Background: an optimization exercise with open tools, aiming at small area, a short achievable clock period and few clock cycles per item. Do not read the settings as production practice. Only simulation tests tie the RTL to the original design; equivalence was not proved. No activity file was given, so power comes from the tool's default toggle rates.

$ cat config.mk
export PLATFORM = sky130hd
export DESIGN_NAME = dsp_slice_top
export DESIGN_NICKNAME = dsp_slice_top
export VERILOG_FILES = /design/flow/design.v
export SDC_FILE = /design/flow/constraint.sdc
export NUM_CORES = 4
export LEC_CHECK = 0
export CAP_MARGIN = 20
export CORE_MARGIN = 2
export CORE_UTILIZATION = 40
export SLEW_MARGIN = 20
$ cat run.sh
#!/bin/bash
# synth_recipe.tcl (not shown) runs the flow's synth.tcl, then flattens the netlist and writes it again
# the make line also repeats each setting of config.mk as NAME=value (left out here)
make -C /OpenROAD-flow-scripts/flow DESIGN_CONFIG=/design/flow/config.mk WORK_HOME=/design/flow/orfs CLKGATE_MAP_FILE= SYNTH_SCRIPT=/design/flow/synth_recipe.tcl finish
$ cat constraint.sdc
create_clock -name core_clock -period 7.5 [get_ports {w_CLK}]
set_input_delay 1.5000 -clock core_clock [delete_from_list [all_inputs] [get_ports {w_CLK}]]
set_output_delay 1.5000 -clock core_clock [all_outputs]
set_load 0.01 [all_outputs]
$ cat design.v
`default_nettype none
package dsp_pkg;
    typedef enum logic [1:0] {
        X_ZERO = 2'd0,
        X_MULT = 2'd1,
        X_P    = 2'd2,
        X_AB   = 2'd3
    } dsp_x_sel_e;
    typedef enum logic [1:0] {
        Y_ZERO = 2'd0,
        Y_C    = 2'd1,
        Y_ONES = 2'd2
    } dsp_y_sel_e;
    typedef enum logic [1:0] {
        Z_ZERO    = 2'd0,
        Z_P       = 2'd1,
        Z_C       = 2'd2,
        Z_P_SHIFT = 2'd3
    } dsp_z_sel_e;
    typedef enum logic [0:0] {
        ALU_ADD = 1'b0,
        ALU_SUB = 1'b1
    } dsp_alu_op_e;
    typedef struct packed {
        dsp_x_sel_e  x_sel;
        dsp_y_sel_e  y_sel;
        dsp_z_sel_e  z_sel;
        dsp_alu_op_e alu_op;
        logic        carry_in;
    } dsp_ctrl_t;
    typedef struct packed {
        logic [30-1:0] a;
        logic [18-1:0] b;
        logic [48-1:0] c;
        dsp_ctrl_t           ctrl;
    } dsp_op_t;
    typedef struct packed {
        logic [48-1:0] mult;
        logic [48-1:0] ab;
        logic [48-1:0] c;
        dsp_ctrl_t           ctrl;
    } dsp_item_t;
    typedef struct packed {
        logic [48-1:0] p;
        logic                carry_out;
        logic                pattern_detect;
        logic                pattern_b_detect;
        logic                overflow;
        logic                underflow;
    } dsp_result_t;
endpackage
`default_nettype wire
`timescale 1ns/1ps
`default_nettype none
module dsp_operand_stage (
    input  logic               w_CLK,
    input  logic               RSTALLCARRYIN,
    input  logic               wb_cyc,
    input  logic               wb_stb,
    input  dsp_pkg::dsp_op_t   wb_op,
    output logic               wb_ack,
    output logic               push_valid,
    output dsp_pkg::dsp_item_t push_item,
    input  logic               push_ready
);
    localparam int PROD_W = 27 + 18;
    localparam int EXT_W  = 48 - PROD_W;
    dsp_pkg::dsp_op_t in_op;
    logic    in_valid;
    logic    prod_advance;
    logic    in_free;
    logic signed [27-1:0] mult_a;
    logic signed [18-1:0]      mult_b;
    logic signed [PROD_W-1:0]        mult_full;
    assign prod_advance = ~push_valid | push_ready;
    assign in_free = ~in_valid | prod_advance;
    always_ff @(posedge w_CLK) begin
        if (RSTALLCARRYIN) begin
            wb_ack <= 1'b0;
        end else begin
            wb_ack <= wb_cyc & wb_stb & ~wb_ack & in_free;
        end
    end
    always_ff @(posedge w_CLK) begin
        if (RSTALLCARRYIN) begin
            in_valid <= 1'b0;
        end else if (wb_ack) begin
            in_valid <= 1'b1;
        end else if (prod_advance) begin
            in_valid <= 1'b0;
        end
    end
    always_ff @(posedge w_CLK) begin
        if (wb_ack) begin
            in_op <= wb_op;
        end
    end
    assign mult_a    = in_op.a[27-1:0];
    assign mult_b    = in_op.b;
    assign mult_full = mult_a * mult_b;
    always_ff @(posedge w_CLK) begin
        if (RSTALLCARRYIN) begin
            push_valid <= 1'b0;
        end else if (prod_advance) begin
            push_valid <= in_valid;
        end
    end
    always_ff @(posedge w_CLK) begin
        if (prod_advance && in_valid) begin
            push_item.mult <= {{EXT_W{mult_full[PROD_W-1]}}, mult_full};
            push_item.ab   <= {in_op.a, in_op.b};
            push_item.c    <= in_op.c;
            push_item.ctrl <= in_op.ctrl;
        end
    end
endmodule
`default_nettype wire
`timescale 1ns/1ps
`default_nettype none
module dsp_item_fifo (
    input  logic               w_CLK,
    input  logic               RSTALLCARRYIN,
    input  logic               push_valid,
    input  dsp_pkg::dsp_item_t push_item,
    output logic               push_ready,
    output logic               pop_valid,
    output dsp_pkg::dsp_item_t pop_item,
    input  logic               pop_ready
);
    localparam int DEPTH = 4;
    localparam int PTR_W = (DEPTH > 1) ? $clog2(DEPTH) : 1;
    localparam int CNT_W = $clog2(DEPTH + 1);
    localparam int ITEM_W = 3 * 48 + 8;
    logic [ITEM_W-1:0] mem [0:DEPTH-1];
    logic [PTR_W-1:0] wr_ptr;
    logic [PTR_W-1:0] rd_ptr;
    logic [CNT_W-1:0] count;
    logic do_push;
    logic do_pop;
    assign push_ready = (count != CNT_W'(DEPTH));
    assign pop_valid  = (count != '0);
    assign do_push = push_valid & push_ready;
    assign do_pop  = pop_valid & pop_ready;
    assign pop_item = mem[rd_ptr];
    always_ff @(posedge w_CLK) begin
        if (do_push) begin
            mem[wr_ptr] <= push_item;
        end
    end
    always_ff @(posedge w_CLK) begin
        if (RSTALLCARRYIN) begin
            wr_ptr <= '0;
            rd_ptr <= '0;
            count  <= '0;
        end else begin
            if (do_push) begin
                wr_ptr <= (wr_ptr == PTR_W'(DEPTH - 1)) ? '0 : wr_ptr + 1'b1;
            end
            if (do_pop) begin
                rd_ptr <= (rd_ptr == PTR_W'(DEPTH - 1)) ? '0 : rd_ptr + 1'b1;
            end
            case ({do_push, do_pop})
                2'b10:   count <= count + 1'b1;
                2'b01:   count <= count - 1'b1;
                default: count <= count;
            endcase
        end
    end
endmodule
`default_nettype wire
`timescale 1ns/1ps
`default_nettype none
module dsp_alu_stage (
    input  logic                 w_CLK,
    input  logic                 RSTALLCARRYIN,
    input  logic                 pop_valid,
    input  dsp_pkg::dsp_item_t   pop_item,
    output logic                 pop_ready,
    output logic                 res_valid,
    output dsp_pkg::dsp_result_t res,
    input  logic                 res_ready
);
    localparam int SUM_W = 48 + 2;
    logic [48-1:0] x_opnd;
    logic [48-1:0] y_opnd;
    logic [48-1:0] z_opnd;
    logic [SUM_W-1:0]    xy_sum;
    logic [SUM_W-1:0]    add_sum;
    logic [48-1:0] alu_p;
    logic                alu_cout;
    logic                pdet;
    logic                pdetb;
    logic                no_det;
    logic                load;
    assign pop_ready = ~res_valid | res_ready;
    assign load      = pop_valid & pop_ready;
    always_comb begin
        case (pop_item.ctrl.x_sel)
            dsp_pkg::X_ZERO:  x_opnd = '0;
            dsp_pkg::X_MULT:  x_opnd = pop_item.mult;
            dsp_pkg::X_P:     x_opnd = res.p;
            dsp_pkg::X_AB:    x_opnd = pop_item.ab;
            default: x_opnd = '0;
        endcase
        case (pop_item.ctrl.y_sel)
            dsp_pkg::Y_ZERO:  y_opnd = '0;
            dsp_pkg::Y_C:     y_opnd = pop_item.c;
            dsp_pkg::Y_ONES:  y_opnd = '1;
            default: y_opnd = '0;
        endcase
        case (pop_item.ctrl.z_sel)
            dsp_pkg::Z_ZERO:    z_opnd = '0;
            dsp_pkg::Z_P:       z_opnd = res.p;
            dsp_pkg::Z_C:       z_opnd = pop_item.c;
            dsp_pkg::Z_P_SHIFT: z_opnd = $signed(res.p) >>> 17;
            default:   z_opnd = '0;
        endcase
    end
    assign xy_sum  = SUM_W'(x_opnd) + SUM_W'(y_opnd) + SUM_W'(pop_item.ctrl.carry_in);
    assign add_sum = xy_sum + SUM_W'(z_opnd);
    always_comb begin
        case (pop_item.ctrl.alu_op)
            dsp_pkg::ALU_SUB: begin
                alu_p    = z_opnd - xy_sum[48-1:0];
                alu_cout = (SUM_W'(z_opnd) >= xy_sum);
            end
            default: begin
                alu_p    = add_sum[48-1:0];
                alu_cout = add_sum[48];
            end
        endcase
    end
    assign pdet   = &(~(48'h0000_0000_0000 ^ alu_p) | 48'h3FFF_FFFF_FFFF);
    assign pdetb  = &((48'h0000_0000_0000 ^ alu_p) | 48'h3FFF_FFFF_FFFF);
    assign no_det = ~pdet & ~pdetb;
    always_ff @(posedge w_CLK) begin
        if (RSTALLCARRYIN) begin
            res_valid <= 1'b0;
            res       <= '0;
        end else if (load) begin
            res_valid            <= 1'b1;
            res.p                <= alu_p;
            res.carry_out        <= alu_cout;
            res.pattern_detect   <= pdet;
            res.pattern_b_detect <= pdetb;
            res.overflow         <= res.pattern_detect & no_det;
            res.underflow        <= res.pattern_b_detect & no_det;
        end else if (res_ready) begin
            res_valid <= 1'b0;
        end
    end
endmodule
`default_nettype wire
`timescale 1ns/1ps
`default_nettype none
module dsp_slice_top (
    input  logic                 w_CLK,
    input  logic                 RSTALLCARRYIN,
    input  logic                 wb_cyc,
    input  logic                 wb_stb,
    input  logic [103:0]         wb_op,
    output logic                 wb_ack,
    output logic                 res_valid,
    output logic [52:0]          res,
    input  logic                 res_ready
);
    logic      push_valid;
    logic      push_ready;
    dsp_pkg::dsp_item_t push_item;
    logic      pop_valid;
    logic      pop_ready;
    dsp_pkg::dsp_item_t pop_item;
    dsp_operand_stage u_operand_stage (
        .w_CLK         (w_CLK),
        .RSTALLCARRYIN (RSTALLCARRYIN),
        .wb_cyc        (wb_cyc),
        .wb_stb        (wb_stb),
        .wb_op         (wb_op),
        .wb_ack        (wb_ack),
        .push_valid    (push_valid),
        .push_item     (push_item),
        .push_ready    (push_ready)
    );
    dsp_item_fifo u_item_fifo (
        .w_CLK         (w_CLK),
        .RSTALLCARRYIN (RSTALLCARRYIN),
        .push_valid    (push_valid),
        .push_item     (push_item),
        .push_ready    (push_ready),
        .pop_valid     (pop_valid),
        .pop_item      (pop_item),
        .pop_ready     (pop_ready)
    );
    dsp_alu_stage u_alu_stage (
        .w_CLK         (w_CLK),
        .RSTALLCARRYIN (RSTALLCARRYIN),
        .pop_valid     (pop_valid),
        .pop_item      (pop_item),
        .pop_ready     (pop_ready),
        .res_valid     (res_valid),
        .res           (res),
        .res_ready     (res_ready)
    );
endmodule
`default_nettype wire
==> run summary <==
status=complete, no violations; Tmin final=7204 ps; first-pass GRT wire length=246.3 mm; Reg area=26830 um2; Max Cap Viol=0; Slowest cell on crit path=edfxtp_1; final instance area=68140 um2; post-synth net total=5735; CP Class=reg2reg; Num CTS Buffers=98; DRC=0; drt via density=5.347; num rows=140; Setup Skew=73.98 ps; clock buffer depth=3; final setup fails=0; CP max stage delay=780 ps; worst hold start=u_operand_stage.in_op[52]$_DFFE_PP_; Placer Congestion=0.9564; final hold vios=0; hold crit path type=reg2reg; Hold Buf Count CTS=0; WL final=162.5 mm; largest area contributor in the netlist=edfxtp_1; Rel. slew slack=21.03%; CP startpoint=u_operand_stage.in_op[68]$_DFFE_PP_; maximum vdd ir drop=0.0002878 V; register area share after synthesis=45.45%; period utilization=96.05%; detailed-route via count=38550; CP Buf/Inv Count=4; CP max FO=14; I/O Buffers=163; Req. time, crit path=7920 ps; Final Instance Count excl. Fillers=7209; final layout net count=6062; Async SR Flop Fraction=0%; pwr/cell area=456.0 nW/um2; crit end category=register; Yosys cell types=82; grt ovf=0; worst-margin pin slew=1185 ps; Clock Pin Slew Worst Setup and Hold Paths=60 ps; largest net degree at the start of global routing=135; Top delay family on crit path=adder cells; Crit path top cell by count=fa_1; Boundary Pins=164; Pwr Total=0.03107 W; Fmax=138.8 MHz; CTS tree=yes; initial antenna violation count=6; Final Max Slew Viols=0; top cells by area, synth=edfxtp_1, fa_1, ha_1; Synth Instances=4884; post-route antenna net violation count=0; area grow syn2layout=15.48%; Worst EP arrival=7620 ps; Core Util, Final=46.64%; cell chain of the critical path=nand2_1 -> fa_1 -> fa_1 -> inv_1 -> fa_1 -> inv_1 -> fa_1 -> fa_1 -> inv_1 -> fa_1 -> ha_1 -> a21o_1 -> a221oi_1 -> o22a_1 -> o21ai_0 -> buf_4 -> o21a_1 -> o31ai_1 -> a21oi_1 -> a21oi_1 -> o311ai_0 -> xnor2_1; share of cells above drive strength 1=12.89%; clk root buf=clkbuf_16; GRT Overall Usage=21.45%; die area=150600 um2; Ant. Diodes=0; Worst Setup Start Kind=register; die height=388.1 um; H-Tree Depth=3; worst reg2reg startpoint=u_operand_stage.in_op[68]$_DFFE_PP_; Avg WL per Cell=22.54 um; vias in the first global route=39680; synthesis warning total=3; total core area=146100 um2; Synth Flop Type=edfxtp_1; Initial Utilization=40.39%; Mapped Area=59000 um2; Placed Cells=7005; CTS sink cnt=915; Leak=26.49 nW; latest clock arrival within the worst-skew pair=740 ps; post-placement cell area=64510 um2; syn avg cell area=12.08 um2; hpwl dp=122.9 mm; Synth top area share=43.21%; Yosys reg bits=915; first-pass detailed-route iteration total=5; number of enable-type register cells in the synthesized netlist=849; DR iter-0 viols=3332; die width=388.1 um; Fillers=13230; area of the multi-input gates=29150 um2
## layer usage
metal  vias up  wire length, um  global-route usage (%)  part of all wire (%)
met5         -               24                       0                 0.015
met1     19500            73460                   30.40                    45
met2      1160            74640                   34.14                    46
li1      17640                -                       -                     -
met3       247             9180                   2.838                   5.6
met4         4             5210                   7.082                   3.2
## metrics by stage
stage / setup slack, ps / hold WS (ps) / setup TNS, ps
after global routing: -4.579 / 414.7 / -4.579
after detailed placement: 65.92 / 404.5 / 0
after floorplan: 59.66 / 400.3 / 0
after global placement: 108.1 / 400.7 / 0
after CTS: 2.606 / 413.8 / 0
final: 296.1 / 412.2 / 0
## what timing repair did
| action | 4_1_cts | 5_1_grt |
|---|---|---|
| hold endpoints to repair | 0 | 0 |
| resized for setup | 0 | 28 |
| setup endpoints to repair | 0 | 16 |
| buffers inserted | 0 | 20 |
## Yosys cell counts (21+ instances only)
| master | n |
|---|---|
| mux2i_1 | 86 |
| nand2_1 | 534 |
| xor2_1 | 41 |
| a31oi_1 | 24 |
| nand4_1 | 26 |
| o21ai_0 | 194 |
| a21o_1 | 79 |
| nor3_1 | 43 |
| a211oi_1 | 59 |
| o31ai_1 | 21 |
| and2_1 | 146 |
| nor2_1 | 199 |
| inv_1 | 580 |
| nand3_1 | 44 |
| dfxtp_1 | 66 |
| edfxtp_1 | 849 |
| nor2b_1 | 35 |
| buf_1 | 30 |
| o21bai_1 | 28 |
| ha_1 | 264 |
| and3_1 | 26 |
| nand2b_1 | 45 |
| xnor2_1 | 103 |
| clkbuf_1 | 214 |
| fa_1 | 478 |
| mux4_2 | 145 |
| nor4_1 | 25 |
| a21oi_1 | 259 |
| o211ai_1 | 24 |
## layout by cell type, fill, tap and decap left out, drive strengths merged, types with 103 or more instances in the layout
master / count
clkbuf: 124
nor2: 199
xnor2: 103
and2: 146
o21ai: 201
clkdlybuf4s50: 162
buf: 325
ha: 264
inv: 593
fa: 478
edfxtp: 849
a21oi: 259
mux4: 145
nand2: 536
## power breakdown
| group | leakage (nW) | internal [W] | total (W) | switching [W] |
|---|---|---|---|---|
| sequential | 8.21 | 0.00627 | 0.00664 | 0.000364 |
| combinational | 16.8 | 0.00824 | 0.0197 | 0.0115 |
| clock | 1.52 | 0.00260 | 0.00472 | 0.00212 |
## sequential cells by signal (all words and copies together), names as in the netlist, named ones only
name and flops:
u_item_fifo.rd_ptr 2, u_operand_stage.in_op 104, u_alu_stage.res_valid 1, u_operand_stage.push_item 149, u_alu_stage.res 53, u_operand_stage.in_valid 1, u_operand_stage.push_valid 1, u_operand_stage.wb_ack 1
u_item_fifo.wr_ptr 2, u_item_fifo.count 3, u_item_fifo.mem 596
## final cells by class
type / count / area share (%)
tap: 1917 / 3.520
clock buffer: 121 / 3.740
multi-input combinational: 3125 / 42.78
timing repair buffer: 490 / 6.532
clock inverter: 60 / 0.8520
sequential: 915 / 39.37
inverter: 581 / 3.201
## final timing paths
path         slack [ps]  cells after the start                                  endpoint
max                 300                     22  u_operand_stage.push_item[148]$_DFFE_PP_
min                 410                      0   u_operand_stage.push_item[52]$_DFFE_PP_
max reg2reg         300                     22  u_operand_stage.push_item[148]$_DFFE_PP_
min reg2reg         410                      0   u_operand_stage.push_item[52]$_DFFE_PP_
## kinds of logic after synthesis
| kind of cell | after synthesis | synth area share [%] |
|---|---|---|
| XOR/XNOR | 144 | 2.138 |
| flip-flops | 915 | 45.45 |
| multiplexers | 239 | 7.146 |
| AND/OR/NAND/NOR | 1180 | 9.331 |
| buffers and inverters | 844 | 5.418 |
| adder cells (fa/ha/maj) | 742 | 21.82 |
| AO/OA/AOI/OAI | 820 | 8.703 |
Testbench counts, summed over its fixed seeds: cycles 32,034, items 16,000.

-- static timing again, ports no longer ideal --
The results above use ideal ports. As a check the final layout listed here was re-extracted and re-timed, cells and wires unchanged.
Step 1 sets driving cells, clkbuf_16 on the clock port and buf_2 on the other inputs (assumed; they add their load-dependent delay and slew).
Step 2 moves the port delays by t, midway between the first and last clock arrival at a register: inputs arrive t later, outputs are due t later. That takes back most of the time a late clock gives input paths.
a / b / c = no drivers / after step 1 / after step 2; a / b = the first two.
t (ns): 0.781
setup slack, ns: 0.296 / 0.296 / 0.296
worst register clock-pin slew, ns: 0.08 / 0.08
After both steps this run still meets setup and hold. For this run, drivers alone change the setup slack by 0.000 ns; drivers and shift together by 0.000 ns.
